What follows belongs to an exercise in optimizing a design on an open flow for small area; a production flow would make more cautious choices.
Only simulation tests tie the RTL to the original design; equivalence was not proved.
The flow treats the clock pin as an ideal source, which a real chip does not have.
No activity file was given, so power comes from the tool's default toggle rates.

$ cat config.mk
export PLATFORM = sky130hd
export DESIGN_NAME = attn_input_loader
export DESIGN_NICKNAME = attn_input_loader
export VERILOG_FILES = /design/flow/design.v
export SDC_FILE = /design/flow/constraint.sdc
export NUM_CORES = 4
export LEC_CHECK = 0
export CAP_MARGIN = 20
export CORE_AREA = 5 5 595 595
export DIE_AREA = 0 0 600 600
export SLEW_MARGIN = 20
$ cat constraint.sdc
create_clock -name core_clock -period 5.0 [get_ports {clk}]
set_input_delay 1.0000 -clock core_clock [delete_from_list [all_inputs] [get_ports {clk}]]
set_output_delay 1.0000 -clock core_clock [all_outputs]
set_load 0.01 [all_outputs]
$ cat design.v
module attn_input_loader #(
    parameter int unsigned TIMEOUT_CYCLES = 1024
) (
    input  logic         clk,
    input  logic         rst,
    input  logic [15:0]  in_data,
    input  logic         in_valid,
    input  logic         in_last,
    output logic         in_ready,
    output logic [511:0] key,
    output logic [511:0] query,
    output logic [511:0] value,
    output logic         en,
    input  logic         all_done,
    output logic         busy,
    output logic [6:0]   word_cnt,
    output logic         frame_done,
    output logic         frame_err,
    output logic         timeout
);
    typedef enum logic [1:0] {LOAD, RUN, RELEASE} state_t;
    state_t      state;
    logic [31:0] wd_cnt;
    logic [8:0]  slot;
    assign in_ready = (state == LOAD);
    assign slot = {word_cnt[4:0], 4'b0000};
    always_ff @(posedge clk) begin
        if (rst) begin
            state      <= LOAD;
            key        <= '0;
            query      <= '0;
            value      <= '0;
            en         <= 1'b0;
            busy       <= 1'b0;
            word_cnt   <= '0;
            wd_cnt     <= '0;
            frame_done <= 1'b0;
            frame_err  <= 1'b0;
            timeout    <= 1'b0;
        end else begin
            frame_done <= 1'b0;
            frame_err  <= 1'b0;
            timeout    <= 1'b0;
            case (state)
                LOAD: begin
                    if (in_valid) begin
                        case (word_cnt[6:5])
                            2'd0:    key[slot +: 16]   <= in_data;
                            2'd1:    query[slot +: 16] <= in_data;
                            default: value[slot +: 16] <= in_data;
                        endcase
                        if (in_last && word_cnt == 7'd95) begin
                            state    <= RUN;
                            en       <= 1'b1;
                            busy     <= 1'b1;
                            word_cnt <= '0;
                            wd_cnt   <= '0;
                        end else if (in_last || word_cnt == 7'd95) begin
                            frame_err <= 1'b1;
                            word_cnt  <= '0;
                        end else begin
                            word_cnt <= word_cnt + 7'd1;
                        end
                    end
                end
                RUN: begin
                    if (all_done) begin
                        frame_done <= 1'b1;
                        en         <= 1'b0;
                        state      <= RELEASE;
                    end else if (TIMEOUT_CYCLES != 0 && wd_cnt == TIMEOUT_CYCLES - 1) begin
                        timeout <= 1'b1;
                        en      <= 1'b0;
                        state   <= RELEASE;
                    end else begin
                        wd_cnt <= wd_cnt + 32'd1;
                    end
                end
                RELEASE: begin
                    state <= LOAD;
                    busy  <= 1'b0;
                end
                default: begin
                    state <= LOAD;
                    busy  <= 1'b0;
                    en    <= 1'b0;
                end
            endcase
        end
    end
endmodule
$ cat run.sh
#!/bin/bash
# synth_recipe.tcl (not shown) runs the flow's synth.tcl, then flattens the netlist and writes it again
# the make line also repeats each setting of config.mk as NAME=value (left out here)
make -C /OpenROAD-flow-scripts/flow DESIGN_CONFIG=/design/flow/config.mk WORK_HOME=/design/flow/orfs CLKGATE_MAP_FILE= SYNTH_SCRIPT=/design/flow/synth_recipe.tcl finish
==> results by group, run 1 <==
Run status
  – Status: timing/DRC/antenna clean

Worst setup path
  – WP depth: 12
  – Worst Path Buf+Inv: 3
  – CP max stage delay: 0.60 ns
  – Kind of cell adding the most delay to the critical path: simple AND/OR/NAND/NOR gates
  – Reg2reg end: query[117]
  – Reg2Reg Setup Slack: 0.89 ns
  – CP Max Fanout: 16
  – Slowest-stage cell, CP: or3_1
  – Worst r2r src: word_cnt[0]
  – Worst setup SP type: register
  – Crit path launch: word_cnt[0]
  – Required time worst endpoint: 5.65 ns
  – Worst setup path class: register to register
  – CP Cell Sequence: inv_1 -> ha_1 -> nand2b_1 -> nor2_1 -> ha_1 -> inv_1 -> or3_1 -> nor4_4 -> buf_12 -> nand2_1 -> nand2_1 -> a21oi_1
  – CP arrival: 4.77 ns
  – Reg2Reg Depth: 12
  – Crit end category: register
  – Worst Setup EP: query[117]

CTS
  – TritonCTS Buffers: 182
  – # resized after CTS: 0
  – CTS Sinks: 1582
  – CTS tree: built
  – Clock Path Buffers: 4
  – Clk slew on worst S/H paths: 0.06 ns
  – Worst-Skew Late Latency: 0.86 ns
  – Post-CTS setup buffers: 0
  – Post-CTS Hold Buffers: 0
  – CTS root buffer: clkbuf_16
  – H-tree Lvls: 4

Timing
  – RSZ-0062 raised after global routing: no
  – Final min period: 4.11 ns
  – Fmax: 0.243 GHz
  – Final hold violations: 0
  – Setup Skew: 0.0855 ns
  – Worst slew margin: 23.7%
  – Slew Viols, Final: 0
  – Setup TNS: 0 ns
  – Post-route clock period utilization: 82.3%
  – Setup slack after layout: 0.886 ns
  – Least-Margin Pin Slew: 1.14 ns
  – Setup violations, final: 0

Floorplan
  – Row count: 216
  – Initial Utilization: 16.4%
  – Die width: 600 um
  – Die Footprint: 360000 um^2
  – Chip height: 600 um
  – Io pins: 1570
  – Core Region: 346000 um^2

Power
  – Peak supply drop: 0.281 mV
  – Sw Share: 24.1%
  – Sequential Power Share: 46.3%
  – Pwr Total: 27.3 mW
  – P_int: 20.7 mW
  – Switch Pwr: 6.56 mW
  – Cell leakage power: 27.4 nW
  – Clock power share: 50.3%
  – Cell Pwr Density: 325 nW/um^2
  – Combinational share of power: 3.4%

Cells and area
  – Most frequent cells in the layout: 2398 x nand2_1, 1582 x dfxtp_1, 1552 x clkdlybuf4s50_1, 1270 x a21oi_1, 363 x nor2_1
  – Most common cell after layout, fill and taps aside: nand2_1
  – Fin util: 24.2%
  – Multi-input logic area: 22700 um^2
  – Fill count: 37600
  – Reg area: 31700 um^2
  – Synthesis-to-layout area growth: 47.9%
  – Share of post-route cells with drive strength above 1: 7.13%
  – Nets: 8323

Job
  – Number of max-cap violations: 0

Detailed routing
  – Post-DRT Antenna Nets: 0
  – DRC Markers: 0
  – Routed vias/inst: 4.15
  – Routed len/inst: 23.5 um
  – DR iter-0 viols: 4701
  – Final WL: 306 mm
  – Routed via count: 54000
  – DR pass1 iterations: 6

Synthesis
  – Yosys warns: 1
  – Syn nets: 6969
  – Mapped Avg Cell Area: 8.17 um^2
  – Seq/Total Area, Yosys: 55.8%
  – Mapped Cells: 6944
  – Async SR Flop Fraction: 0%
  – #FFs+latches synth: 1582
  – Synth area leaders: dfxtp_1 56%, nand2_1 16%, a21oi_1 11%
  – Synth top area share: 55.8%
  – EDFF count, synth: 0
  – Distinct cells, synth: 53
  – Mapped Area: 56800 um^2
  – Yosys top cell by area: dfxtp_1
  – Main synth FF type: dfxtp_1

GRT
  – Routing usage on met3: 3.40%
  – Global-route wire length before repair: 410 mm
  – GRT Max-Usage Layer: met2
  – Met1 GRT Util: 19.4%
  – GR Layer Usage met2: 27.2%
  – Tot GR Track Use: 15.9%
  – Total gr overflow: 0
  – Antenna violations before repair: 15
  – Vias in the first global route: 50000
  – Largest net degree at the start of global routing: 218

Placement
  – Post-DP HPWL: 215 mm
  – Final GP Congestion: 0.797
  – DP Worst Slack: 0.0418 ns
  – Port Buffers: 1569

Hold path
  – Worst hold path type: register to register
[power by group through the flow]
stage               registers (mW)  clock network, mW  logic, mW
floorplan                     12.9                  0      0.417
global placement              12.9                  0      0.948
detailed placement            12.9                  0      0.945
CTS                           12.6               14.0      0.946
global route                  12.6               14.5      0.967
finish                        12.6               13.7      0.939
[worst min-delay path by stage]
stage / from / end / slack (ns) / cells past startpoint
2_1_floorplan: wd_cnt[1] / wd_cnt[1] / 0.46 / 2
3_3_place_gp: query[474] / query[474] / 0.44 / 2
3_5_place_dp: key[11] / key[11] / 0.44 / 2
4_1_cts: in_data[0] / value[144] / 0.37 / 3
5_1_grt: in_data[0] / value[160] / 0.41 / 3
6_report: value[497] / value[497] / 0.45 / 2
[cells by family (layout without fill, tap and decap cells)]
| logic type | Yosys count | count (layout) | share of synthesized area [%] |
|---|---|---|---|
| AO/OA/AOI/OAI | 1291 | 1291 | 11.5 |
| XOR/XNOR | 33 | 33 | 0.509 |
| adder cells (fa/ha/maj) | 4 | 4 | 0.0882 |
| buffers and inverters | 606 | 2102 | 4.44 |
| flip-flops | 1582 | 1582 | 55.8 |
| multiplexers | 289 | 289 | 5.10 |
| other | 0 | 6 | 0 |
| AND/OR/NAND/NOR | 3139 | 3139 | 22.6 |
[registers in the layout, indices dropped and copies added, names as in the netlist]
register	cells
word_cnt	7
frame_done	1
en	1
frame_err	1
value	512
state	2
query	512
wd_cnt	32
busy	1
timeout	1
key	512
[area by class of cell]
class | instances | area share [%]
multi-input combinational | 4756 | 27.1
timing repair buffer | 1770 | 21.1
clock buffer | 268 | 6.38
inverter | 6 | 0.0268
sequential | 1582 | 37.7
clock inverter | 58 | 0.875
tap | 4578 | 6.82
antenna | 6 | 0.0179
[layer usage]
metal	wire, um	vias to the layer above	part of all wire (%)
li1	-	25200	-
met1	124000	26100	40
met2	148000	2155	48
met3	21700	500	7.1
met4	12600	0	4.1
met5	0	-	0
[synth_stat cells (2+ instances only)]
| library cell | instances |
|---|---|
| a211oi_1 | 5 |
| a21boi_0 | 3 |
| a21oi_1 | 1270 |
| and2_1 | 7 |
| and3_1 | 12 |
| and4_1 | 5 |
| buf_1 | 25 |
| buf_2 | 107 |
| buf_4 | 15 |
| buf_6 | 7 |
| clkbuf_1 | 446 |
| dfxtp_1 | 1582 |
| ha_1 | 4 |
| inv_1 | 5 |
| mux2i_1 | 289 |
| nand2_1 | 2404 |
| nand2_2 | 2 |
| nand2b_1 | 11 |
| nand3_1 | 214 |
| nand3_2 | 6 |
| nand3b_1 | 2 |
| nand4_1 | 15 |
| nor2_1 | 377 |
| nor2_2 | 9 |
| nor2_4 | 3 |
| nor3_1 | 8 |
| nor3_2 | 12 |
| nor3_4 | 23 |
| nor3b_1 | 6 |
| nor4_1 | 7 |
| nor4_4 | 2 |
| o21ai_0 | 3 |
| o21ai_1 | 2 |
| or2_2 | 2 |
| or3_1 | 5 |
| xnor2_1 | 23 |
| xor2_1 | 10 |
[stage by stage]
stage	instances	hold slack, ns	instance area (um^2)
6_report	13000	0.447	83900
5_1_grt	13000	0.412	83900
3_5_place_dp	12700	0.442	77800
4_1_cts	13000	0.369	83900
3_3_place_gp	12700	0.437	77800
2_1_floorplan	6944	0.456	56800
[worst min-delay path, delay by kind of cell, from the launching register on]
kind               cells  cell delay (ns)
DFF                    1             0.31
and+or+nand+nor        1             0.05
AOI/OAI and AO/OA      1             0.05
==> run 2, diff against run 1 <==
==> design.v (replaced) <==
module attn_input_loader #(
    parameter int unsigned TIMEOUT_CYCLES = 1024
) (
    input  logic         clk,
    input  logic         rst,
    input  logic [15:0]  in_data,
    input  logic         in_valid,
    input  logic         in_last,
    output logic         in_ready,
    output logic [511:0] key,
    output logic [511:0] query,
    output logic [511:0] value,
    output logic         en,
    input  logic         all_done,
    output logic         busy,
    output logic [6:0]   word_cnt,
    output logic         frame_done,
    output logic         frame_err,
    output logic         timeout
);
    logic [1535:0] frame;
    logic [9:0]    wd_cnt;
    logic          last_idx, wd_expire;
    assign in_ready = ~busy;
    assign {value, query, key} = frame;
    assign last_idx  = (word_cnt == 7'd95);
    assign wd_expire = (wd_cnt == 10'(TIMEOUT_CYCLES - 1));
    always_ff @(posedge clk) begin
        if (in_valid && !en)
            frame <= {in_data, frame[1535:16]};
    end
    always_ff @(posedge clk) begin
        if (!en) wd_cnt <= '0;
        else     wd_cnt <= wd_cnt + 10'd1;
    end
    always_ff @(posedge clk) begin
        if (rst) begin
            en         <= 1'b0;
            busy       <= 1'b0;
            word_cnt   <= '0;
            frame_done <= 1'b0;
            frame_err  <= 1'b0;
            timeout    <= 1'b0;
        end else begin
            frame_done <= en && all_done;
            timeout    <= en && !all_done && wd_expire;
            frame_err  <= !busy && in_valid && (in_last != last_idx);
            if (!busy) begin
                if (in_valid) begin
                    en       <= in_last && last_idx;
                    busy     <= in_last && last_idx;
                    word_cnt <= (in_last || last_idx) ? 7'd0 : word_cnt + 7'd1;
                end
            end else if (en) begin
                if (all_done || wd_expire) en <= 1'b0;
            end else begin
                busy <= 1'b0;
            end
        end
    end
endmodule
==> run 2 against run 1 <==
  * Still clean on timing, DRC and antenna
  * Global-route usage down 7.1 points
  * Combinational power up 130%
  * Final cell count down 37%
  * Worst hold slack worse by 0.041 ns
  * Total power up 13%
  * Setup slack better by 0.85 ns
  * Largest cell class unchanged
==> results by group, run 2 <==
Timing
  – Setup Skew: 0.0540 ns (-0.0315 ns)
  – Final hold violations: 0 (unchanged)
  – Final min period: 3.26 ns (-0.851 ns)
  – Setup violations, final: 0 (unchanged)
  – Slew Viols, Final: 0 (unchanged)
  – Fmax: 0.306 GHz (+26%)
  – Worst slew margin: 28.8% (+5.0 points)
  – Least-Margin Pin Slew: 1.07 ns (-0.0724 ns)
  – Setup TNS: 0 ns (unchanged)
  – RSZ-0062 raised after global routing: no
  – Post-route clock period utilization: 65.3% (-17 points)

Synthesis
  – Post-synthesis adder-cell area fraction: 0.106% (+0.018 points)
  – Yosys top cell by area: edfxtp_1
  – Compound-Gate Fraction of Synth Area: 0.252% (-11 points)
  – Top-count cell post-synth: edfxtp_1
  – Distinct cells, synth: 32 (-40%)
  – Async SR Flop Fraction: 0% (unchanged)
  – Mapped Avg Cell Area: 28.7 um^2 (+250%)
  – Mapped Cells: 1642 (-76%)
  – Multiplexer area fraction after synthesis: 0.0452% (-5.1 points)
  – Syn nets: 1667 (-76%)
  – Synth area leaders: edfxtp_1 98%, dfxtp_1 0.94%, a21oi_1 0.11%
  – Synth top area share: 98.0% (+42 points)
  – EDFF count, synth: 1536 (+1536)
  – Commonest cells in the netlist: 1536 x edfxtp_1, 22 x dfxtp_1, 10 x a21oi_1
  – #FFs+latches synth: 1558 (-1.5%)
  – Seq/Total Area, Yosys: 98.9% (+43 points)
  – Mapped Area: 47100 um^2 (-17%)
  – Yosys warns: 1 (unchanged)
  – Largest family of logic cells by synthesized area: simple AND/OR/NAND/NOR gates
  – Post-synthesis xor/xnor area fraction: 0.0930% (-0.42 points)
  – Main synth FF type: edfxtp_1
  – Simple-gate share of the synthesized area: 0.516% (-22 points)

GRT
  – Global-route wire length before repair: 221 mm (-46%)
  – Antenna violations before repair: 16 (+1)
  – Largest net degree at the start of global routing: 148 (-32%)
  – Tot GR Track Use: 8.76% (-7.1 points)
  – Vias in the first global route: 25200 (-50%)
  – Total gr overflow: 0 (unchanged)

CTS
  – Worst-Skew Late Latency: 0.84 ns (-0.02 ns)
  – CTS tree: built
  – Post-CTS setup buffers: 0 (unchanged)
  – # resized after CTS: 0 (unchanged)
  – Clk slew on worst S/H paths: 0.06 ns (about the same)
  – CTS root buffer: clkbuf_16
  – Post-CTS Hold Buffers: 0 (unchanged)
  – TritonCTS Buffers: 176 (-3.3%)
  – CTS Sinks: 1558 (-1.5%)
  – H-tree Lvls: 4 (unchanged)
  – Clock Path Buffers: 4 (unchanged)

Cells and area
  – Most common cell after layout, fill and taps aside: clkdlybuf4s50_1
  – Share of post-route cells with drive strength above 1: 8.37% (+1.2 points)
  – Synthesis-to-layout area growth: 58.4%
  – Most frequent cells in the layout: 1569 x clkdlybuf4s50_1, 1536 x edfxtp_1, 179 x clkbuf_16, 33 x clkinv_2
  – Largest register by flop count: frame
  – Top Registers: frame x1536, wd_cnt x10, word_cnt x7
  – Nets: 3441 (-59%)
  – Fill count: 35900 (-4.5%)
  – Number of flip-flops in the largest register: 1536

Detailed routing
  – DRC Markers: 0 (unchanged)
  – DR iter-0 viols: 1949 (-59%)
  – DR pass1 iterations: 5 (-1)
  – Routed via count: 24400 (-55%)
  – Post-DRT Antenna Nets: 0 (unchanged)
  – Routed len/inst: 21.0 um (-11%)
  – Final WL: 171 mm (-44%)
  – Routed vias/inst: 3.00 (-28%)

Worst setup path
  – Crit end category: output pin
  – Worst Path Buf+Inv: 1 (-2)
  – Required time worst endpoint: 4.00 ns (-1.65 ns)
  – Worst setup SP type: register
  – CP arrival: 2.26 ns (-2.51 ns)
  – CP Cell Sequence: clkdlybuf4s50_1
  – Slowest-stage cell, CP: edfxtp_1
  – CP Max Fanout: 2 (-14)
  – Kind of cell adding the most delay to the critical path: flip-flops
  – Worst setup path class: register to output pin
  – CP max stage delay: 0.78 ns (+0.18 ns)

Floorplan
  – Io pins: 1570 (unchanged)
  – Row count: 216 (unchanged)
  – Initial Utilization: 13.6% (-2.8 points)
  – Die Footprint: 360000 um^2 (unchanged)
  – Die width: 600 um (unchanged)
  – Core Region: 346000 um^2 (unchanged)
  – Chip height: 600 um (unchanged)

Power
  – P_int: 23.7 mW (+14%)
  – Cell Pwr Density: 412 nW/um^2 (+27%)
  – Combinational share of power: 6.9% (+3.5 points)
  – Sequential Power Share: 51.4% (+5.1 points)
  – Cell leakage power: 24.4 nW (-11%)
  – Peak supply drop: 0.428 mV (+52%)
  – Switch Pwr: 7.01 mW (+6.9%)
  – Pwr Total: 30.7 mW (+13%)
  – Clock power share: 41.7% (-8.6 points)
  – Sw Share: 22.8% (-1.2 points)

Hold path
  – Worst hold path type: register to register

Job
  – Number of max-cap violations: 0 (unchanged)

Run status
  – Status: timing/DRC/antenna clean

Placement
  – Final GP Congestion: 0.923 (+16%)
  – Post-DP HPWL: 130 mm (-39%)
  – Port Buffers: 1569 (unchanged)
run 2: area by class of cell:
type / count / area, um^2 / area share (%)
sequential: 1558 / 46600 / 62.5
timing repair buffer: 1598 / 16000 / 21.5
tap: 4578 / 5730 / 7.68
clock buffer: 209 / 4600 / 6.17
clock inverter: 113 / 1100 / 1.47
multi-input combinational: 74 / 484 / 0.649
inverter: 8 / 30.0 / 0.0403
antenna: 5 / 12.5 / 0.0168
run 2: final timing paths:
kind                     from          end  slack (ns)  depth (start not counted)
hold reg to reg    frame[873]   frame[857]        0.41                          0
hold / removal     frame[873]   frame[857]        0.41                          0
setup / recovery   frame[394]     key[394]        1.74                          1
setup reg to reg  word_cnt[0]  word_cnt[1]        2.71                          6
run 2: cell families after synthesis:
family / count (synthesis)
xor gates and xnor gates: 5
AOI/OAI and AO/OA: 21
muxes: 2
buffers and inverters: 10
adders and majority gates: 4
and+or+nand+nor: 42
DFF: 1558
run 2: power groups by stage:
stage	registers (mW)	clock network [mW]	logic [mW]
after floorplan	16.5	0	0.174
after global placement	16.0	0	2.16
after detailed placement	16.1	0	2.15
after CTS	15.8	13.3	2.16
after global routing	15.9	13.8	2.20
final	15.8	12.8	2.12
run 2: metal layers:
metal | part of all wire, % | global-route usage (%)
met5 | 0 | 0
met4 | 4.8 | 4.08
met3 | 9.1 | 3.13
met2 | 56 | 17.3
met1 | 30 | 7.80
run 2: through the flow:
stage | hold WS (ns) | area, um^2 | instances | worst slack (ns) | util [%]
after floorplan | 0.414 | 47100 | 1642 | -19.35 | -
after global placement | 0.430 | 68800 | 7816 | 1.40 | 19.9
after detailed placement | 0.431 | 68800 | 7816 | 1.37 | 19.9
after CTS | 0.401 | 74500 | 8138 | 1.42 | 21.5
after global routing | 0.416 | 74600 | 8142 | 1.50 | 21.5
final | 0.406 | 74600 | 8143 | 1.74 | 21.5
==> run 3, diff against run 2 <==
==> flow/run.sh (new file) <==
#!/bin/bash
# The standard layout, with two changes: each port gets a buf_1 (the smallest buffer) instead of
# buffer_ports' default cell, and the IO placer may put pins on every routing track, which a
# small die needs for the 1570 ports.
set -euo pipefail
bash standard.sh \
  "BUFFER_PORTS_ARGS=-buffer_cell sky130_fd_sc_hd__buf_1" \
  "PLACE_PINS_ARGS=-min_distance 1 -min_distance_in_tracks" \
  finish > make_finish.log 2>&1
==> standard.sh (new file) <==
#!/bin/bash
# synth_recipe.tcl (not shown) runs the flow's synth.tcl, then flattens the netlist and writes it again
# the make line also repeats each setting of config.mk as NAME=value (left out here)
make -C /OpenROAD-flow-scripts/flow DESIGN_CONFIG=/design/flow/config.mk WORK_HOME=/design/flow/orfs CLKGATE_MAP_FILE= SYNTH_SCRIPT=/design/flow/synth_recipe.tcl "${@:-finish}"
--- a/config.mk
+++ b/config.mk
@@ -6,6 +6,6 @@
 export NUM_CORES = 4
 export LEC_CHECK = 0
 export CAP_MARGIN = 20
-export CORE_AREA = 5 5 595 595
-export DIE_AREA = 0 0 600 600
+export CORE_AREA = 5 5 305 305
+export DIE_AREA = 0 0 310 310
 export SLEW_MARGIN = 20
removed: run.sh
==> run 3 against run 2 <==
  * First-iteration DRC count up 47%
  * Synthesized area unchanged
  * Critical path depth up 1
  * Worst hold slack better by 0.020 ns
  * Sequential power about the same
  * Non-clock buffer count up 4
  * Total power is 9.8% lower
  * Largest power group unchanged
  * Clock skew decreased by 0.024 ns
  * Count of clock-buffer cells in the layout is 20 lower
  * Setup slack better by 0.60 ns
==> results by group, run 3 <==
Run status
  – Status: timing/DRC/antenna clean

CTS
  – Worst-Skew Late Latency: 0.74 ns (-0.10 ns)
  – Post-CTS Hold Buffers: 0 (unchanged)
  – Clk slew on worst S/H paths: 0.06 ns (about the same)
  – CTS tree: built
  – TritonCTS Buffers: 149 (-15%)
  – CTS root buffer: clkbuf_16
  – Post-CTS setup buffers: 0 (unchanged)
  – H-tree Lvls: 4 (unchanged)
  – # resized after CTS: 0 (unchanged)
  – Clock Path Buffers: 3 (-1)
  – CTS Sinks: 1558 (unchanged)

Detailed routing
  – Post-DRT Antenna Nets: 0 (unchanged)
  – DR iter-0 viols: 2865 (+47%)
  – Routed via count: 25500 (+4.4%)
  – Routed vias/inst: 5.44 (+81%)
  – Final WL: 142 mm (-17%)
  – DR pass1 iterations: 5 (unchanged)
  – DRC Markers: 0 (unchanged)
  – Routed len/inst: 30.3 um (+44%)

Placement
  – Placed Cells: 4418 (-43%)
  – Port Buffers: 1569 (unchanged)
  – Post-DP HPWL: 106 mm (-18%)
  – Final GP Congestion: 0.974 (+5.5%)
  – Post-placement cell area: 54900 um^2 (-20%)

Worst setup path
  – Reg2Reg Depth: 3 (-3)
  – Worst setup SP type: register
  – Kind of cell adding the most delay to the critical path: buffers and inverters
  – CP max stage delay: 0.48 ns (-0.30 ns)
  – Worst Path Buf+Inv: 2 (+1)
  – CP Cell Sequence: inv_1 -> buf_1
  – Reg2reg end: frame[1332]
  – CP Max Fanout: 7 (+5)
  – CP arrival: 1.67 ns (-0.59 ns)
  – Worst r2r src: en
  – Crit end category: output pin
  – Worst setup path class: register to output pin
  – Reg2Reg Setup Slack: 2.68 ns (-0.03 ns)
  – Required time worst endpoint: 4.00 ns (about the same)
  – Slowest-stage cell, CP: buf_1

Synthesis
  – Top-count cell post-synth: edfxtp_1
  – Commonest cells in the netlist: 1536 x edfxtp_1, 22 x dfxtp_1, 10 x a21oi_1
  – Distinct cells, synth: 32 (unchanged)
  – Yosys top cell by area: edfxtp_1
  – Multiplexer area fraction after synthesis: 0.0452% (unchanged)
  – Yosys warns: 1 (unchanged)
  – Seq/Total Area, Yosys: 98.9% (unchanged)
  – Post-synthesis adder-cell area fraction: 0.106% (unchanged)
  – Compound-Gate Fraction of Synth Area: 0.252% (unchanged)
  – #FFs+latches synth: 1558 (unchanged)
  – Post-synthesis xor/xnor area fraction: 0.0930% (unchanged)
  – Simple-gate share of the synthesized area: 0.516% (unchanged)
  – Async SR Flop Fraction: 0% (unchanged)
  – Synth top area share: 98.0% (unchanged)
  – Largest family of logic cells by synthesized area: simple AND/OR/NAND/NOR gates
  – Main synth FF type: edfxtp_1
  – Synth area leaders: edfxtp_1 98%, dfxtp_1 0.94%, a21oi_1 0.11%
  – Mapped Cells: 1642 (unchanged)
  – Syn nets: 1667 (unchanged)
  – Mapped Avg Cell Area: 28.7 um^2 (unchanged)
  – Mapped Area: 47100 um^2 (unchanged)
  – EDFF count, synth: 1536 (unchanged)

Timing
  – RSZ-0062 raised after global routing: no
  – Setup violations, final: 0 (unchanged)
  – Post-route clock period utilization: 53.4% (-12 points)
  – Worst slew margin: 36.9% (+8.2 points)
  – Setup TNS: 0 ns (unchanged)
  – Least-Margin Pin Slew: 0.944 ns (-0.124 ns)
  – Slew Viols, Final: 0 (unchanged)
  – Final hold violations: 0 (unchanged)
  – Fmax: 0.375 GHz (+22%)
  – Setup Skew: 0.0301 ns (-0.0240 ns)
  – Final min period: 2.67 ns (-0.595 ns)

Cells and area
  – Share of post-route cells with drive strength above 1: 6.84% (-1.5 points)
  – Fill count: 6147 (-83%)
  – Synthesis-to-layout area growth: 26.3%
  – Number of flip-flops in the largest register: 1536 (unchanged)
  – Fin cells: 4688 (-42%)
  – Nets: 3418 (-0.67%)
  – Top Registers: frame x1536, wd_cnt x10, word_cnt x7
  – Largest register by flop count: frame
  – Most frequent cells in the layout: 1569 x buf_1, 1536 x edfxtp_1, 152 x clkbuf_16, 35 x clkbuf_1, 32 x clkinv_2
  – Fin area: 59500 um^2 (-20%)
  – Most common cell after layout, fill and taps aside: buf_1

Power
  – Cell leakage power: 19.7 nW (-20%)
  – Cell Pwr Density: 466 nW/um^2 (+13%)
  – Peak supply drop: 0.296 mV (-31%)
  – Pwr Total: 27.7 mW (-9.8%)

GRT
  – Largest net degree at the start of global routing: 142 (-4.1%)
  – Total gr overflow: 0 (unchanged)
  – Antenna violations before repair: 4 (-12)
  – Vias in the first global route: 24900 (-0.98%)
  – Global-route wire length before repair: 187 mm (-15%)
  – Tot GR Track Use: 27.9% (+19 points)

Floorplan
  – Io pins: 1570 (unchanged)
  – Initial Utilization: 52.5% (+39 points)
  – Chip height: 310 um (-48%)
  – Row count: 110 (-49%)
  – Core Region: 89700 um^2 (-74%)
  – Die width: 310 um (-48%)
  – Die Footprint: 96100 um^2 (-73%)

Hold path
  – Hold Path Depth: 0 (unchanged)
  – Hold_sp: frame[1172]
  – Worst Hold End: frame[1156]
  – Worst hold path type: register to register

Job
  – Number of max-cap violations: 0 (unchanged)
run 3: cell count changes in the layout (fill, tap and decap cells not counted), sizes merged:
cell	previous run	this run
inv	29	11
clkinv	72	62
clkinvlp	6	3
bufinv	14	9
clkdlybuf4s50	1569	0
buf	29	1602
clkbuf	209	189
diode	5	4
run 3: logic make-up (layout without fill, tap and decap cells):
family | after synthesis | after routing
DFF | 1558 | 1558
AOI/OAI and AO/OA | 21 | 21
and+or+nand+nor | 42 | 42
muxes | 2 | 2
adders and majority gates | 4 | 4
other | 0 | 4
buffers and inverters | 10 | 1876
xor gates and xnor gates | 5 | 5
run 3: cell type report:
cell class              count  area [um^2]  share of cell area (%)
diodes                      4         10.0                  0.0168
repair buffers           1602         6320                    10.6
well taps                1176         1470                    2.47
clock buffers             189         3960                    6.67
flip-flops and latches   1558        46600                    78.3
multi-input cells          74          484                   0.814
clock inverters            77          604                    1.02
inverters                   8         30.0                  0.0505
run 3: layer usage:
metal | wire length (um) | GRT usage [%] | share of wire, %
met3 | 19100 | 14.4 | 13
met2 | 61100 | 39.4 | 43
met4 | 18700 | 29.9 | 13
met1 | 43200 | 28.3 | 30
met5 | 0 | 0.148 | 0
run 3: worst max-delay path by stage:
| stage | startpoint | to | slack, ns | cells after the start |
|---|---|---|---|---|
| finish | busy | in_ready | 2.33 | 2 |
| global route | en | en | 2.23 | 1 |
| CTS | en | en | 2.42 | 1 |
| detailed placement | in_valid | frame[1462] | 1.70 | 4 |
| global placement | in_valid | frame[1526] | 1.76 | 4 |
| floorplan | in_valid | frame[0] | -19.35 | 1 |
run 3: power breakdown:
part | internal [mW] | switching [mW] | total (mW)
clock | 6.06 | 4.58 | 10.6
sequential | 15.2 | 0.400 | 15.6
combinational | 0.290 | 1.16 | 1.45
run 3: through the flow:
step / hold slack, ns / setup WS (ns) / utilization (%)
after CTS: 0.374 / 2.42 / 66.2
after floorplan: 0.414 / -19.35 / -
after detailed placement: 0.430 / 1.70 / 61.2
final: 0.426 / 2.33 / 66.3
after global routing: 0.397 / 2.23 / 66.2
after global placement: 0.428 / 1.76 / 61.2
==> run 4, diff against run 3 <==
--- a/design.v
+++ b/design.v
@@ -18,33 +18,44 @@
     output logic         frame_err,
     output logic         timeout
 );
+    function automatic logic [10:0] wd_step(input logic [10:0] s);
+        wd_step = {s[9:0], ~(s[10] ^ s[8])};
+    endfunction
+    function automatic logic [10:0] wd_state(input int unsigned steps);
+        logic [10:0] s;
+        s = '0;
+        for (int unsigned k = 0; k < steps; k++) s = wd_step(s);
+        wd_state = s;
+    endfunction
+    localparam logic [10:0] WD_EXPIRE = wd_state(TIMEOUT_CYCLES - 1);
     logic [1535:0] frame;
-    logic [9:0]    wd_cnt;
-    logic          last_idx, wd_expire;
+    logic [10:0]   wd;
+    logic [10:0]   wd_next;
+    logic          last_idx, wd_expire, wd_fb, done_seen;
     assign in_ready = ~busy;
     assign {value, query, key} = frame;
     assign last_idx  = (word_cnt == 7'd95);
-    assign wd_expire = (wd_cnt == 10'(TIMEOUT_CYCLES - 1));
+    assign wd_expire = (wd == WD_EXPIRE);
+    assign wd_next   = wd_step(wd);
+    assign wd_fb     = wd_next[0];
     always_ff @(posedge clk) begin
         if (in_valid && !en)
             frame <= {in_data, frame[1535:16]};
     end
     always_ff @(posedge clk) begin
-        if (!en) wd_cnt <= '0;
-        else     wd_cnt <= wd_cnt + 10'd1;
+        wd <= {wd[9:0], en & wd_fb};
     end
+    always_ff @(posedge clk) done_seen <= all_done;
+    assign frame_done = busy && !en && done_seen;
+    assign timeout    = busy && !en && !done_seen;
     always_ff @(posedge clk) begin
         if (rst) begin
-            en         <= 1'b0;
-            busy       <= 1'b0;
-            word_cnt   <= '0;
-            frame_done <= 1'b0;
-            frame_err  <= 1'b0;
-            timeout    <= 1'b0;
+            en        <= 1'b0;
+            busy      <= 1'b0;
+            word_cnt  <= '0;
+            frame_err <= 1'b0;
         end else begin
-            frame_done <= en && all_done;
-            timeout    <= en && !all_done && wd_expire;
-            frame_err  <= !busy && in_valid && (in_last != last_idx);
+            frame_err <= !busy && in_valid && (in_last != last_idx);
             if (!busy) begin
                 if (in_valid) begin
                     en       <= in_last && last_idx;
==> flow/run.sh (replaced) <==
#!/bin/bash
# The standard layout, with these changes:
#  - each port gets a buf_1 (the smallest buffer) instead of buffer_ports' default cell;
#  - the IO placer may put pins on every routing track, which a small die needs for the
#    1570 ports;
#  - clock tree synthesis uses clkbuf_16 with larger sink clusters and no dummy loads.
set -euo pipefail
CTS="-sink_clustering_enable -repair_clock_nets -dont_use_dummy_load"
CTS+=" -buf_list sky130_fd_sc_hd__clkbuf_16 -sink_clustering_size 32 -sink_clustering_max_diameter 70"
bash standard.sh \
  "BUFFER_PORTS_ARGS=-buffer_cell sky130_fd_sc_hd__buf_1" \
  "PLACE_PINS_ARGS=-min_distance 1 -min_distance_in_tracks" \
  "CTS_ARGS=$CTS" \
  finish > make_finish.log 2>&1
==> run 4 against run 3 <==
  * Critical endpoint is now timeout
  * Count of clock-buffer cells in the layout down 122
  * Non-clock buffer count down 4
  * Sequential power about the same
  * Die area unchanged
  * Synthesized area down 0.34%
==> results by group, run 4 <==
CTS
  – CTS root buffer: clkbuf_16
  – TritonCTS Buffers: 67 (-55%)
  – CTS Sinks: 1558 (unchanged)
  – Clock Path Buffers: 3 (unchanged)
  – Clk slew on worst S/H paths: 0.09 ns (+0.03 ns)
  – # resized after CTS: 0 (unchanged)
  – H-tree Lvls: 3 (-1)
  – Post-CTS Hold Buffers: 0 (unchanged)
  – CTS tree: built
  – Worst-Skew Late Latency: 0.64 ns (-0.10 ns)
  – Post-CTS setup buffers: 0 (unchanged)

Placement
  – Post-DP HPWL: 104 mm (-1.9%)
  – Final GP Congestion: 0.997 (+2.4%)
  – Port Buffers: 1569 (unchanged)
  – DP Worst Slack: 1.85 ns (+0.154 ns)

Detailed routing
  – DR pass1 iterations: 5 (unchanged)
  – Routed vias/inst: 5.50 (+1.1%)
  – Routed len/inst: 30.5 um (+0.83%)
  – DR iter-0 viols: 2828 (-1.3%)
  – Post-DRT Antenna Nets: 0 (unchanged)
  – DRC Markers: 0 (unchanged)
  – Routed via count: 24500 (-3.9%)
  – Final WL: 136 mm (-4.2%)

Floorplan
  – Io pins: 1570 (unchanged)
  – Initial Utilization: 52.3% (-0.18 points)
  – Core Region: 89700 um^2 (unchanged)
  – Row count: 110 (unchanged)
  – Die Footprint: 96100 um^2 (unchanged)
  – Die width: 310 um (unchanged)
  – Chip height: 310 um (unchanged)

Worst setup path
  – Crit end category: output pin
  – CP Cell Sequence: inv_1 -> nor3_1 -> buf_1
  – Worst setup SP type: register
  – CP arrival: 1.67 ns (about the same)
  – Slowest-stage cell, CP: dfxtp_1
  – Kind of cell adding the most delay to the critical path: flip-flops
  – CP Max Fanout: 8 (+1)
  – Worst Path Buf+Inv: 2 (unchanged)
  – CP max stage delay: 0.47 ns (about the same)
  – Worst setup path class: register to output pin
  – Required time worst endpoint: 4.00 ns (about the same)

Timing
  – Setup Skew: 0.0693 ns (+0.0392 ns)
  – Setup TNS: 0 ns (unchanged)
  – Least-Margin Pin Slew: 0.939 ns (-0.00491 ns)
  – RSZ-0062 raised after global routing: no
  – Setup violations, final: 0 (unchanged)
  – Final hold violations: 0 (unchanged)
  – Post-route clock period utilization: 53.3% (about the same)
  – Worst slew margin: 37.4% (+0.46 points)
  – Final min period: 2.67 ns (-0.00201 ns)
  – Fmax: 0.375 GHz (about the same)
  – Slew Viols, Final: 0 (unchanged)
  – Setup slack after layout: 2.33 ns (+0.00201 ns)

Synthesis
  – Yosys warns: 1 (unchanged)
  – Mapped Avg Cell Area: 29.2 um^2 (+1.8%)
  – #FFs+latches synth: 1558 (unchanged)
  – Synth top area share: 98.3% (+0.33 points)
  – EDFF count, synth: 1536 (unchanged)
  – Seq/Total Area, Yosys: 99.2% (+0.33 points)
  – Commonest cells in the netlist: 1536 x edfxtp_1, 22 x dfxtp_1, 5 x inv_1
  – Synth area leaders: edfxtp_1 98%, dfxtp_1 0.94%, ha_1 0.080%
  – Async SR Flop Fraction: 0% (unchanged)
  – Syn nets: 1632 (-2.1%)
  – Distinct cells, synth: 29 (-9.4%)
  – Main synth FF type: edfxtp_1
  – Yosys top cell by area: edfxtp_1
  – Mapped Area: 46900 um^2 (-0.34%)
  – Top-count cell post-synth: edfxtp_1
  – Mapped Cells: 1608 (-2.1%)

Cells and area
  – Largest register by flop count: frame
  – Top Registers: frame x1536, wd x11, word_cnt x7
  – Share of post-route cells with drive strength above 1: 3.18% (-3.7 points)
  – Fin util: 62.8% (-3.4 points)
  – Most common cell after layout, fill and taps aside: buf_1
  – Synthesis-to-layout area growth: 20.2%
  – Nets: 3299 (-3.5%)
  – Number of flip-flops in the largest register: 1536 (unchanged)
  – Fill count: 6447 (+4.9%)
  – Most frequent cells in the layout: 1569 x buf_1, 1536 x edfxtp_1, 67 x clkbuf_16, 22 x dfxtp_1, 15 x buf_12

GRT
  – Total gr overflow: 0 (unchanged)
  – Vias in the first global route: 23700 (-5.0%)
  – Largest net degree at the start of global routing: 173 (+22%)
  – Global-route wire length before repair: 178 mm (-4.9%)
  – Antenna violations before repair: 3 (-1)
  – Tot GR Track Use: 26.2% (-1.7 points)

Power
  – Peak supply drop: 0.296 mV (about the same)
  – Cell leakage power: 18.2 nW (-7.4%)
  – Cell Pwr Density: 408 nW/um^2 (-12%)

Hold path
  – Worst hold path type: register to register

Run status
  – Status: timing/DRC/antenna clean

Job
  – Number of max-cap violations: 0 (unchanged)
==> run 4: cell count changes after synthesis, sizes merged, moves of 2 or more <==
cell	delta
a21oi	-5
nand3	-5
inv	-3
nor2	-3
o21ai	-3
xor2	-3
nand4	-2
o31ai	-2
or3	-2
or4	-2
==> run 4: where the power goes <==
group | leakage, nW | total [mW] | internal [mW] | switching, mW
clock network | 0.826 | 6.00 | 2.42 | 3.57
registers | 15.2 | 15.6 | 15.2 | 0.411
logic | 2.19 | 1.43 | 0.288 | 1.14
==> run 4: cell families after synthesis <==
group | count (synthesis) | synth area share, %
and+or+nand+nor | 27 | 0.395
muxes | 1 | 0.0213
AOI/OAI and AO/OA | 11 | 0.168
xor gates and xnor gates | 3 | 0.0560
DFF | 1558 | 99.2
adders and majority gates | 3 | 0.0800
buffers and inverters | 5 | 0.0400
==> run 4: cell type report <==
| type | count | area [um^2] | share of cell area, % |
|---|---|---|---|
| Inverter | 5 | 18.8 | 0.0333 |
| Clock buffer | 67 | 1680 | 2.97 |
| Timing Repair Buffer | 1598 | 6290 | 11.2 |
| Antenna cell | 3 | 7.51 | 0.0133 |
| Tap cell | 1176 | 1470 | 2.61 |
| Multi-Input combinational cell | 45 | 345 | 0.613 |
| Sequential cell | 1558 | 46600 | 82.6 |
==> run 4: layer usage <==
layer | wire, um | global-route usage (%)
met3 | 18600 | 13.1
met1 | 41200 | 27.2
met2 | 58300 | 37.3
met5 | 54 | 0.396
met4 | 17700 | 27.1
==> run 4: worst paths after layout <==
check,cells past startpoint,endpoint,start,slack (ns)
worst max-delay path,3,timeout,busy,2.33
worst max register to register,2,frame[316],en,2.71
worst min register to register,0,wd[5],wd[4],0.35
worst min-delay path,0,wd[5],wd[4],0.35
==> run 4: through the flow <==
stage                     hold slack [ns]  cells  area, um^2  total power, mW
after floorplan                     0.322   1608       46900             16.7
after global placement              0.331   4382       54700             17.2
after detailed placement            0.334   4382       54700             17.3
after CTS                           0.354   4449       56400             23.1
after global routing                0.364   4452       56400             23.8
final                               0.351   4452       56400             23.0
==> run 5, diff against run 4 <==
==> flow/run.sh (replaced) <==
#!/bin/bash
# The standard layout, with these changes:
#  - each port gets a buf_1 (the smallest buffer) instead of buffer_ports' default cell;
#  - the IO placer may put pins on every routing track, which a small die needs for the
#    1570 ports;
#  - clock tree synthesis drives sink clusters of up to 20 flip-flops with clkbuf_8, the
#    levels above with clkbuf_16, and adds no dummy loads.
set -euo pipefail
CTS="-sink_clustering_enable -repair_clock_nets -dont_use_dummy_load"
CTS+=" -buf_list {sky130_fd_sc_hd__clkbuf_8 sky130_fd_sc_hd__clkbuf_16}"
CTS+=" -root_buf sky130_fd_sc_hd__clkbuf_16 -sink_clustering_buffer sky130_fd_sc_hd__clkbuf_8"
CTS+=" -sink_clustering_size 20 -sink_clustering_max_diameter 60"
bash standard.sh \
  "BUFFER_PORTS_ARGS=-buffer_cell sky130_fd_sc_hd__buf_1" \
  "PLACE_PINS_ARGS=-min_distance 1 -min_distance_in_tracks" \
  "CTS_ARGS=$CTS" \
  finish > make_finish.log 2>&1
==> run 5 against run 4 <==
  * Non-clock buffer count stayed put
  * Routed wire length rose by 0.65%
  * Synthesized area unchanged
  * Utilization shrank 0.14 points
  * Total power is 1.3% lower
  * Still clean on timing, DRC and antenna
  * Final cell count is 0.85% higher
  * Combinational power about the same
  * Fmax decreased by 0.43%
  * Global-route usage up 0.26 points
  * Sequential share of layout area is 0.19 points higher
==> results by group, run 5 <==
Run status
  – Status: timing/DRC/antenna clean

CTS
  – Post-CTS setup buffers: 0 (unchanged)
  – H-tree Lvls: 3 (unchanged)
  – Clock Path Buffers: 3 (unchanged)
  – Post-CTS Hold Buffers: 0 (unchanged)
  – Worst-Skew Late Latency: 0.64 ns (about the same)
  – CTS root buffer: clkbuf_16
  – CTS Sinks: 1558 (unchanged)
  – CTS tree: built
  – TritonCTS Buffers: 105 (+57%)
  – Clk slew on worst S/H paths: 0.11 ns (+0.02 ns)
  – # resized after CTS: 0 (unchanged)

Synthesis
  – Top-count cell post-synth: edfxtp_1
  – Yosys warns: 1 (unchanged)
  – Synth area leaders: edfxtp_1 98%, dfxtp_1 0.94%, ha_1 0.080%
  – EDFF count, synth: 1536 (unchanged)
  – Mapped Avg Cell Area: 29.2 um^2 (unchanged)
  – Mapped Cells: 1608 (unchanged)
  – Synth top area share: 98.3% (unchanged)
  – Async SR Flop Fraction: 0% (unchanged)
  – Yosys top cell by area: edfxtp_1
  – Commonest cells in the netlist: 1536 x edfxtp_1, 22 x dfxtp_1, 5 x inv_1
  – Distinct cells, synth: 29 (unchanged)
  – Main synth FF type: edfxtp_1
  – Mapped Area: 46900 um^2 (unchanged)
  – Syn nets: 1632 (unchanged)
  – #FFs+latches synth: 1558 (unchanged)
  – Seq/Total Area, Yosys: 99.2% (unchanged)

Power
  – Peak supply drop: 0.270 mV (-8.7%)
  – Cell leakage power: 18.2 nW (-0.13%)
  – Cell Pwr Density: 404 nW/um^2 (-1.1%)

Floorplan
  – Die Footprint: 96100 um^2 (unchanged)
  – Io pins: 1570 (unchanged)
  – Chip height: 310 um (unchanged)
  – Initial Utilization: 52.3% (unchanged)
  – Row count: 110 (unchanged)
  – Die width: 310 um (unchanged)
  – Core Region: 89700 um^2 (unchanged)

Cells and area
  – Top Registers: frame x1536, wd x11, word_cnt x7
  – Fin util: 62.7% (-0.14 points)
  – Most common cell after layout, fill and taps aside: buf_1
  – Largest register by flop count: frame
  – Nets: 3337 (+1.2%)
  – Fill count: 6471 (+0.37%)
  – Fin area: 56200 um^2 (-0.23%)
  – Share of post-route cells with drive strength above 1: 4.29% (+1.1 points)
  – Number of flip-flops in the largest register: 1536 (unchanged)
  – Synthesis-to-layout area growth: 19.9%
  – Fin cells: 4490 (+0.85%)
  – Most frequent cells in the layout: 1569 x buf_1, 1536 x edfxtp_1, 96 x clkbuf_8, 22 x dfxtp_1, 15 x buf_12

Detailed routing
  – DR pass1 iterations: 5 (unchanged)
  – Routed via count: 24700 (+1.0%)
  – DR iter-0 viols: 2893 (+2.3%)
  – Post-DRT Antenna Nets: 0 (unchanged)
  – Routed len/inst: 30.5 um (-0.20%)
  – Final WL: 137 mm (+0.65%)
  – Routed vias/inst: 5.51 (+0.19%)
  – DRC Markers: 0 (unchanged)

Timing
  – Fmax: 0.373 GHz (-0.43%)
  – Least-Margin Pin Slew: 0.976 ns (+0.0369 ns)
  – Final min period: 2.68 ns (+0.0115 ns)
  – Final hold violations: 0 (unchanged)
  – Post-route clock period utilization: 53.6% (+0.23 points)
  – Setup Skew: 0.0588 ns (-0.0104 ns)
  – Setup violations, final: 0 (unchanged)
  – RSZ-0062 raised after global routing: no
  – Slew Viols, Final: 0 (unchanged)
  – Worst slew margin: 34.9% (-2.5 points)
  – Setup TNS: 0 ns (unchanged)

Hold path
  – Hold Path Depth: 0 (unchanged)
  – Hold_sp: wd[0]
  – Worst hold path type: register to register
  – Worst Hold End: wd[1]

GRT
  – Vias in the first global route: 24000 (+1.5%)
  – Tot GR Track Use: 26.5% (+0.26 points)
  – Total gr overflow: 0 (unchanged)
  – Largest net degree at the start of global routing: 173 (unchanged)
  – Antenna violations before repair: 3 (unchanged)
  – Global-route wire length before repair: 179 mm (+0.79%)

Placement
  – Post-DP HPWL: 104 mm (unchanged)
  – Post-placement cell area: 54700 um^2 (unchanged)
  – Final GP Congestion: 0.997 (unchanged)
  – Placed Cells: 4382 (unchanged)
  – Port Buffers: 1569 (unchanged)

Worst setup path
  – Reg2reg end: frame[0]
  – CP Max Fanout: 8 (unchanged)
  – Worst setup SP type: register
  – Reg2Reg Depth: 2 (unchanged)
  – Required time worst endpoint: 4.00 ns (about the same)
  – Worst r2r src: en
  – Worst setup path class: register to output pin
  – Crit end category: output pin
  – CP arrival: 1.68 ns (about the same)
  – Reg2Reg Setup Slack: 2.65 ns (-0.06 ns)

Job
  – Number of max-cap violations: 0 (unchanged)
## run 5: cell counts after synthesis
Identical to the previous run, type by type.
## run 5: area by class of cell
type	count	area, um^2	area share, %
tap	1176	1470	2.62
antenna	3	7.51	0.0133
sequential	1558	46600	82.8
timing repair buffer	1598	6290	11.2
multi-input combinational	45	345	0.614
inverter	5	18.8	0.0334
clock buffer	105	1550	2.75
## run 5: worst max-delay path by stage
stage	slack [ns]	startpoint	to
6_report	2.32	busy	timeout
5_1_grt	2.20	busy	timeout
4_1_cts	2.24	busy	timeout
3_5_place_dp	1.85	in_valid	frame[1382]
3_3_place_gp	1.86	in_valid	frame[722]
2_1_floorplan	-19.35	in_valid	frame[0]
## run 5: power breakdown
part,total (mW),internal (mW),switching [mW]
Sequential,15.6,15.2,0.412
Clock,5.69,2.06,3.63
Combinational,1.43,0.288,1.14
## run 5: per-layer routing
metal / vias up / track usage, % / routed length (um)
met4: 2 / 27.5 / 17700
met3: 570 / 12.9 / 18800
met1: 12400 / 27.7 / 41900
met2: 1947 / 37.6 / 58400
met5: - / 0.544 / 79
li1: 9836 / - / -
## run 5: per-stage QoR
step	total power, mW	worst slack (ns)	hold slack [ns]
global route	23.5	2.20	0.280
CTS	22.9	2.24	0.290
floorplan	16.7	-19.35	0.322
global placement	17.2	1.86	0.331
finish	22.7	2.32	0.293
detailed placement	17.3	1.85	0.334
## run 5: logic make-up after synthesis
family,after synthesis,share of synthesized area [%]
flops,1558,99.2
simple gates,27,0.395
compound gates,11,0.168
buf+inv,5,0.0400
xor+xnor,3,0.0560
fa+ha+maj,3,0.0800
mux,1,0.0213
## run 5: critical path: stages, from the launching register on
cell and delay (ns):
dfxtp_1 0.47, inv_1 0.19, nor3_1 0.22, buf_1 0.18
==> run 6, diff against run 5 <==
--- a/flow/run.sh
+++ b/flow/run.sh
@@ -4,8 +4,10 @@
 #  - the IO placer may put pins on every routing track, which a small die needs for the
 #    1570 ports;
 #  - clock tree synthesis drives sink clusters of up to 20 flip-flops with clkbuf_8, the
-#    levels above with clkbuf_16, and adds no dummy loads.
+#    levels above with clkbuf_16, and adds no dummy loads;
+#  - repair steps buffer with buf_4 and smaller (flow/limit_bufs.tcl).
 set -euo pipefail
+L="$PWD/flow/limit_bufs.tcl"
 CTS="-sink_clustering_enable -repair_clock_nets -dont_use_dummy_load"
 CTS+=" -buf_list {sky130_fd_sc_hd__clkbuf_8 sky130_fd_sc_hd__clkbuf_16}"
 CTS+=" -root_buf sky130_fd_sc_hd__clkbuf_16 -sink_clustering_buffer sky130_fd_sc_hd__clkbuf_8"
@@ -14,4 +16,5 @@
   "BUFFER_PORTS_ARGS=-buffer_cell sky130_fd_sc_hd__buf_1" \
   "PLACE_PINS_ARGS=-min_distance 1 -min_distance_in_tracks" \
   "CTS_ARGS=$CTS" \
+  "PRE_GLOBAL_PLACE_TCL=$L" "PRE_RESIZE_TCL=$L" "PRE_CTS_TCL=$L" "PRE_GLOBAL_ROUTE_TCL=$L" \
   finish > make_finish.log 2>&1
==> flow/limit_bufs.tcl (new file) <==
# Keeps the placement, resizing, CTS and global-route repairs from buffering with cells larger
# than buf_4: the enable net of the 1536 data flip-flops then gets a tree of small buffers.
set_dont_use {sky130_fd_sc_hd__buf_6 sky130_fd_sc_hd__buf_8 sky130_fd_sc_hd__buf_12 sky130_fd_sc_hd__buf_16 sky130_fd_sc_hd__bufinv_8 sky130_fd_sc_hd__bufinv_16 sky130_fd_sc_hd__bufbuf_8 sky130_fd_sc_hd__bufbuf_16}
==> run 6 against run 5 <==
  * Synthesized area stayed put
  * Count of clock-buffer cells in the layout is 2 lower
  * Critical endpoint is now frame[205]
  * Total power hardly changed
  * Setup slack worse by 0.042 ns
  * Still clean
  * Non-clock buffer count is 26 higher
  * Cell area is 0.19% lower
==> results by group, run 6 <==
Run status
  – Status: timing/DRC/antenna clean

Cells and area
  – Fin util: 62.6% (-0.12 points)
  – Most common cell after layout, fill and taps aside: buf_1
  – Number of flip-flops in the largest register: 1536 (unchanged)
  – Nets: 3361 (+0.72%)
  – Top Registers: frame x1536, wd x11, word_cnt x7
  – Fin cells: 4514 (+0.53%)
  – Largest register by flop count: frame
  – Share of post-route cells with drive strength above 1: 4.59% (+0.30 points)
  – Synthesis-to-layout area growth: 19.6%
  – Most frequent cells in the layout: 1582 x buf_1, 1536 x edfxtp_1, 94 x clkbuf_8, 26 x buf_4, 22 x dfxtp_1
  – Fin area: 56100 um^2 (-0.19%)

Timing
  – Setup violations, final: 0 (unchanged)
  – Least-Margin Pin Slew: 1.08 ns (+0.107 ns)
  – Fmax: 0.368 GHz (-1.6%)
  – RSZ-0062 raised after global routing: no
  – Final min period: 2.72 ns (+0.0424 ns)
  – Worst slew margin: 27.8% (-7.2 points)
  – Final hold violations: 0 (unchanged)
  – Setup Skew: 0.0559 ns (-0.00291 ns)
  – Hold_ws: 0.315 ns (+0.0223 ns)
  – Post-route clock period utilization: 54.4% (+0.85 points)
  – Setup TNS: 0 ns (unchanged)
  – Setup slack after layout: 2.28 ns (-0.0424 ns)
  – Slew Viols, Final: 0 (unchanged)

Synthesis
  – Syn nets: 1632 (unchanged)
  – Mapped Cells: 1608 (unchanged)
  – Distinct cells, synth: 29 (unchanged)
  – Mapped Area: 46900 um^2 (unchanged)
  – Yosys top cell by area: edfxtp_1
  – Top-count cell post-synth: edfxtp_1
  – #FFs+latches synth: 1558 (unchanged)
  – Synth top area share: 98.3% (unchanged)
  – Main synth FF type: edfxtp_1
  – Commonest cells in the netlist: 1536 x edfxtp_1, 22 x dfxtp_1, 5 x inv_1
  – Synth area leaders: edfxtp_1 98%, dfxtp_1 0.94%, ha_1 0.080%
  – Async SR Flop Fraction: 0% (unchanged)
  – Seq/Total Area, Yosys: 99.2% (unchanged)
  – Yosys warns: 1 (unchanged)
  – EDFF count, synth: 1536 (unchanged)
  – Mapped Avg Cell Area: 29.2 um^2 (unchanged)

GRT
  – Largest net degree at the start of global routing: 89 (-49%)
  – Antenna violations before repair: 5 (+2)
  – Tot GR Track Use: 27.8% (+1.3 points)
  – Vias in the first global route: 24400 (+1.4%)
  – Global-route wire length before repair: 186 mm (+3.7%)
  – Total gr overflow: 0 (unchanged)

Floorplan
  – Core Region: 89700 um^2 (unchanged)
  – Row count: 110 (unchanged)
  – Chip height: 310 um (unchanged)
  – Initial Utilization: 52.3% (unchanged)
  – Die width: 310 um (unchanged)
  – Io pins: 1570 (unchanged)
  – Die Footprint: 96100 um^2 (unchanged)

CTS
  – # resized after CTS: 0 (unchanged)
  – Worst-Skew Late Latency: 0.64 ns (about the same)
  – TritonCTS Buffers: 103 (-1.9%)
  – Clk slew on worst S/H paths: 0.12 ns (about the same)
  – Post-CTS setup buffers: 0 (unchanged)
  – CTS Sinks: 1558 (unchanged)
  – CTS tree: built
  – Post-CTS Hold Buffers: 0 (unchanged)

Power
  – Cell leakage power: 18.2 nW (-0.11%)
  – Pwr Total: 22.7 mW (about the same)
  – Peak supply drop: 0.257 mV (-4.9%)
  – Cell Pwr Density: 404 nW/um^2 (+0.17%)

Worst setup path
  – Reg2Reg Setup Slack: 2.52 ns (-0.13 ns)
  – Reg2reg end: frame[205]
  – Reg2Reg Depth: 4 (+2)
  – Worst Setup EP: frame[205]
  – Worst r2r src: en
  – Crit end category: register
  – Required time worst endpoint: 5.28 ns (+1.28 ns)
  – CP arrival: 3.00 ns (+1.32 ns)
  – CP Max Fanout: 35 (+27)
  – Worst setup SP type: input port
  – Worst setup path class: input port to register
  – Crit path launch: in_valid

Detailed routing
  – DRC Markers: 0 (unchanged)
  – Post-DRT Antenna Nets: 0 (unchanged)
  – DR pass1 iterations: 6 (+1)
  – Routed via count: 25100 (+1.6%)
  – Final WL: 143 mm (+4.7%)
  – DR iter-0 viols: 2911 (+0.62%)
  – Routed vias/inst: 5.57 (+1.0%)
  – Routed len/inst: 31.7 um (+4.1%)

Placement
  – DP Worst Slack: 1.61 ns (-0.241 ns)
  – Post-placement cell area: 54600 um^2 (-0.15%)
  – Post-DP HPWL: 110 mm (+5.5%)
  – Final GP Congestion: 0.986 (-1.1%)
  – Placed Cells: 4408 (+0.59%)
  – Port Buffers: 1569 (unchanged)

Hold path
  – Worst hold path type: register to register

Job
  – Number of max-cap violations: 0 (unchanged)
-- run 6: cell count changes in the layout (fill, tap and decap cells not counted), sizes merged --
cell	before	now
clkbuf	105	103
buf	1598	1624
-- run 6: cell families (layout without fill, tap and decap cells) --
logic type                 count (synthesis)  in the layout  share of synthesized area (%)
DFF                                     1558           1558                           99.2
and+or+nand+nor                           27             27                          0.395
AOI/OAI and AO/OA                         11             11                          0.168
buffers and inverters                      5           1732                         0.0400
adders and majority gates                  3              3                         0.0800
xor gates and xnor gates                   3              3                         0.0560
muxes                                      1              1                         0.0213
other                                      0              3                              0
-- run 6: final cells by class --
class	count	area (um^2)
fill	6443	33600
antenna	3	7.51
tap	1176	1470
clock buffer	103	1520
sequential	1558	46600
multi-input combinational	45	345
timing repair buffer	1624	6210
inverter	5	18.8
-- run 6: report_power, final --
part / internal [mW] / switching (mW) / total (mW)
sequential: 15.2 / 0.446 / 15.6
combinational: 0.277 / 1.14 / 1.42
clock: 2.03 / 3.63 / 5.66
total: 17.5 / 5.22 / 22.7
-- run 6: layer usage --
metal | wire length, um | global-route usage, % | share of wire (%) | up-vias
met2 | 62700 | 40.5 | 44 | 2076
met3 | 20400 | 14.1 | 14 | 591
li1 | - | - | - | 9896
met1 | 43500 | 28.8 | 30 | 12600
met5 | 78 | 0.742 | 0.054 | -
met4 | 16600 | 26.3 | 12 | 4
-- run 6: worst max-delay path: stages --
cell and delay (ns):
buf_1 0.23, nor2b_4 0.66, buf_4 0.36, buf_4 0.26, buf_4 0.43
-- run 6: how the worst min path moves through the flow --
stage / from / end / slack (ns) / cells past startpoint
2_1_floorplan: wd[9] / wd[10] / 0.32 / 0
3_3_place_gp: wd[4] / wd[5] / 0.33 / 0
3_5_place_dp: wd[4] / wd[5] / 0.33 / 0
4_1_cts: wd[2] / wd[3] / 0.32 / 0
5_1_grt: wd[2] / wd[3] / 0.31 / 0
6_report: wd[2] / wd[3] / 0.31 / 0
==> run 7, diff against run 6 <==
--- a/flow/run.sh
+++ b/flow/run.sh
@@ -11,7 +11,7 @@
 CTS="-sink_clustering_enable -repair_clock_nets -dont_use_dummy_load"
 CTS+=" -buf_list {sky130_fd_sc_hd__clkbuf_8 sky130_fd_sc_hd__clkbuf_16}"
 CTS+=" -root_buf sky130_fd_sc_hd__clkbuf_16 -sink_clustering_buffer sky130_fd_sc_hd__clkbuf_8"
-CTS+=" -sink_clustering_size 20 -sink_clustering_max_diameter 60"
+CTS+=" -sink_clustering_size 20 -sink_clustering_max_diameter 100"
 bash standard.sh \
   "BUFFER_PORTS_ARGS=-buffer_cell sky130_fd_sc_hd__buf_1" \
   "PLACE_PINS_ARGS=-min_distance 1 -min_distance_in_tracks" \
==> run 7 against run 6 <==
  * Clock skew is 0.0045 ns lower
  * First-iteration DRC count is 1.1% lower
  * Global-route usage hardly changed
  * Routed wire length hardly changed
  * Setup slack better by 0.017 ns
  * Sequential share of layout area is 0.33 points higher
  * Count of clock-buffer cells in the layout is 16 lower
  * Die area stayed put
  * Cell area is 0.39% lower
  * Critical path type unchanged
==> results by group, run 7 <==
Run status
  – Status: timing/DRC/antenna clean

Floorplan
  – Io pins: 1570 (unchanged)
  – Initial Utilization: 52.3% (unchanged)
  – Die Footprint: 96100 um^2 (unchanged)
  – Row count: 110 (unchanged)
  – Chip height: 310 um (unchanged)
  – Core Region: 89700 um^2 (unchanged)
  – Die width: 310 um (unchanged)

Synthesis
  – Mapped Avg Cell Area: 29.2 um^2 (unchanged)
  – Commonest cells in the netlist: 1536 x edfxtp_1, 22 x dfxtp_1, 5 x inv_1
  – Yosys top cell by area: edfxtp_1
  – Seq/Total Area, Yosys: 99.2% (unchanged)
  – Synth top area share: 98.3% (unchanged)
  – Distinct cells, synth: 29 (unchanged)
  – Main synth FF type: edfxtp_1
  – Mapped Area: 46900 um^2 (unchanged)
  – #FFs+latches synth: 1558 (unchanged)
  – Syn nets: 1632 (unchanged)
  – Top-count cell post-synth: edfxtp_1
  – Mapped Cells: 1608 (unchanged)
  – Synth area leaders: edfxtp_1 98%, dfxtp_1 0.94%, ha_1 0.080%
  – Async SR Flop Fraction: 0% (unchanged)
  – EDFF count, synth: 1536 (unchanged)
  – Yosys warns: 1 (unchanged)

CTS
  – CTS Sinks: 1558 (unchanged)
  – # resized after CTS: 0 (unchanged)
  – Post-CTS Hold Buffers: 0 (unchanged)
  – TritonCTS Buffers: 87 (-16%)
  – Post-CTS setup buffers: 0 (unchanged)
  – Worst-Skew Late Latency: 0.64 ns (about the same)
  – CTS tree: built
  – Clk slew on worst S/H paths: 0.11 ns (about the same)

Timing
  – Fmax: 0.370 GHz (+0.65%)
  – Setup violations, final: 0 (unchanged)
  – Setup Skew: 0.0514 ns (-0.00448 ns)
  – Slew Viols, Final: 0 (unchanged)
  – RSZ-0062 raised after global routing: no
  – Post-route clock period utilization: 54.1% (-0.35 points)
  – Least-Margin Pin Slew: 1.08 ns (-0.00745 ns)
  – Final hold violations: 0 (unchanged)
  – Final min period: 2.70 ns (-0.0175 ns)
  – Hold_ws: 0.357 ns (+0.0422 ns)
  – Setup TNS: 0 ns (unchanged)
  – Worst slew margin: 28.3% (+0.50 points)

Worst setup path
  – CP Cell Sequence: buf_1 -> nor2b_4 -> buf_4 -> buf_4 -> buf_4
  – Worst r2r src: en
  – WP depth: 5 (unchanged)
  – Kind of cell adding the most delay to the critical path: buffers and inverters
  – Required time worst endpoint: 5.28 ns (about the same)
  – Worst setup path class: input port to register
  – Reg2reg end: frame[397]
  – Slowest-stage cell, CP: nor2b_4
  – Worst Path Buf+Inv: 4 (unchanged)
  – Most used cell, CP: buf_4
  – Crit end category: register
  – Reg2Reg Setup Slack: 2.52 ns (about the same)
  – Worst setup SP type: input port
  – CP Max Fanout: 35 (unchanged)
  – CP max stage delay: 0.66 ns (about the same)
  – Reg2Reg Depth: 4 (unchanged)
  – CP arrival: 2.98 ns (-0.02 ns)

Cells and area
  – Nets: 3345 (-0.48%)
  – Number of flip-flops in the largest register: 1536 (unchanged)
  – Largest register by flop count: frame
  – Most frequent cells in the layout: 1582 x buf_1, 1536 x edfxtp_1, 78 x clkbuf_8, 26 x buf_4, 22 x dfxtp_1
  – Top Registers: frame x1536, wd x11, word_cnt x7
  – Fill count: 6450 (+0.11%)
  – Share of post-route cells with drive strength above 1: 4.13% (-0.46 points)
  – Synthesis-to-layout area growth: 19.2%
  – Most common cell after layout, fill and taps aside: buf_1

Detailed routing
  – Routed via count: 25000 (-0.56%)
  – DR iter-0 viols: 2879 (-1.1%)
  – DR pass1 iterations: 8 (+2)
  – Post-DRT Antenna Nets: 0 (unchanged)
  – DRC Markers: 0 (unchanged)
  – Routed len/inst: 31.8 um (+0.27%)
  – Routed vias/inst: 5.55 (-0.20%)
  – Final WL: 143 mm (about the same)

GRT
  – Global-route wire length before repair: 186 mm (about the same)
  – Vias in the first global route: 24200 (-0.72%)
  – Tot GR Track Use: 27.7% (-0.032 points)
  – Antenna violations before repair: 6 (+1)
  – Total gr overflow: 0 (unchanged)
  – Largest net degree at the start of global routing: 89 (unchanged)

Power
  – Cell Pwr Density: 399 nW/um^2 (-1.2%)
  – Peak supply drop: 0.283 mV (+10%)
  – Cell leakage power: 18.1 nW (-0.63%)

Placement
  – Final GP Congestion: 0.986 (unchanged)
  – Port Buffers: 1569 (unchanged)
  – Post-DP HPWL: 110 mm (unchanged)

Hold path
  – Worst hold path type: register to register
  – Hold Path Depth: 0 (unchanged)
  – Hold_sp: wd[4]
  – Worst Hold End: wd[5]

Job
  – Number of max-cap violations: 0 (unchanged)
==> run 7: metrics by stage <==
stage / instance area (um^2) / total power [mW] / cells / utilization, % / setup slack, ns
after global placement: 54600 / 17.3 / 4408 / 60.9 / 1.65
after CTS: 55900 / 22.5 / 4495 / 62.3 / 2.29
final: 55900 / 22.3 / 4498 / 62.3 / 2.30
after global routing: 55900 / 23.1 / 4498 / 62.3 / 2.15
after detailed placement: 54600 / 17.3 / 4408 / 60.9 / 1.61
after floorplan: 46900 / 16.7 / 1608 / - / -19.35
==> run 7: worst max-delay path by stage <==
stage | slack (ns) | startpoint | endpoint
after global routing | 2.15 | busy | frame_done
after CTS | 2.29 | in_valid | frame[1236]
after floorplan | -19.35 | in_valid | frame[0]
after global placement | 1.65 | in_valid | frame[77]
after detailed placement | 1.61 | in_valid | frame[109]
final | 2.30 | in_valid | frame[397]
==> run 7: power by group <==
part / total, mW / leakage [nW] / internal (mW) / switching (mW)
clock network: 5.29 / 0.672 / 1.75 / 3.54
logic: 1.42 / 2.18 / 0.277 / 1.15
registers: 15.6 / 15.2 / 15.2 / 0.445
==> run 7: kinds of logic after synthesis <==
kind of cell             after synthesis  share of synthesized area, %
buffers and inverters                  5                        0.0400
XOR/XNOR                               3                        0.0560
multiplexers                           1                        0.0213
adder cells (fa/ha/maj)                3                        0.0800
flip-flops                          1558                          99.2
AO/OA/AOI/OAI                         11                         0.168
AND/OR/NAND/NOR                       27                         0.395
==> run 7: cell type report <==
| class | instances | area (um^2) | share of cell area (%) |
|---|---|---|---|
| multi-input cells | 45 | 345 | 0.618 |
| well taps | 1176 | 1470 | 2.63 |
| clock buffers | 87 | 1300 | 2.32 |
| diodes | 3 | 7.51 | 0.0134 |
| repair buffers | 1624 | 6210 | 11.1 |
| flip-flops and latches | 1558 | 46600 | 83.3 |
| inverters | 5 | 18.8 | 0.0336 |
==> run 7: routing by layer <==
layer,GRT usage (%),part of all wire [%],wire [um],up-vias
li1,-,-,-,9855
met1,28.9,31,43700,12500
met2,40.3,44,62300,2020
met3,14.4,14,20200,581
met4,26.2,12,17000,4
met5,0.247,0.010,15,-
==> run 7: worst register-to-register path, delay by kind of cell, from the launching register on <==
| family | cells | cell delay (ns) |
|---|---|---|
| buffers and inverters | 3 | 1.08 |
| DFF | 1 | 0.46 |
| and+or+nand+nor | 1 | 0.62 |

afterwards: timing with drivers on the ports:
No port has a modelled driver above. Below, the same layouts with a new extraction and two added sets of constraints. Step 1 sets driving cells, clkbuf_16 on the clock port and buf_2 on the other inputs (assumed; they add their load-dependent delay and slew). Step 2 times the ports against the registers' clock, not the clock port: input delays grow and output delays shrink by t, the midpoint of the rising clock arrivals with the driver on. Slacks: ideal ports / drivers / drivers and shift; pairs: ideal ports / drivers.
| run | shift t [ns] | setup slack, ns | worst setup path at the end |
|---|---|---|---|
| run 1 | 0.909 | 0.886 / 0.886 / 0.157 | input to register |
| run 2 | 0.875 | 1.736 / 1.663 / 1.454 | input to register |
| run 3 | 0.790 | 2.331 / 2.264 / 1.650 | input to register |
| run 4 | 0.663 | 2.333 / 2.272 / 1.746 | input to register |
| run 5 | 0.682 | 2.322 / 2.258 / 1.707 | input to register |
| run 6 | 0.681 | 2.279 / 2.218 / 1.537 | input to register |
| run 7 | 0.675 | 2.297 / 2.239 / 1.564 | input to register |
After both steps every run listed still meets setup and hold. The setup slack of run 6, which loses most, moves by -0.061 ns with the drivers and by -0.742 ns with both steps.
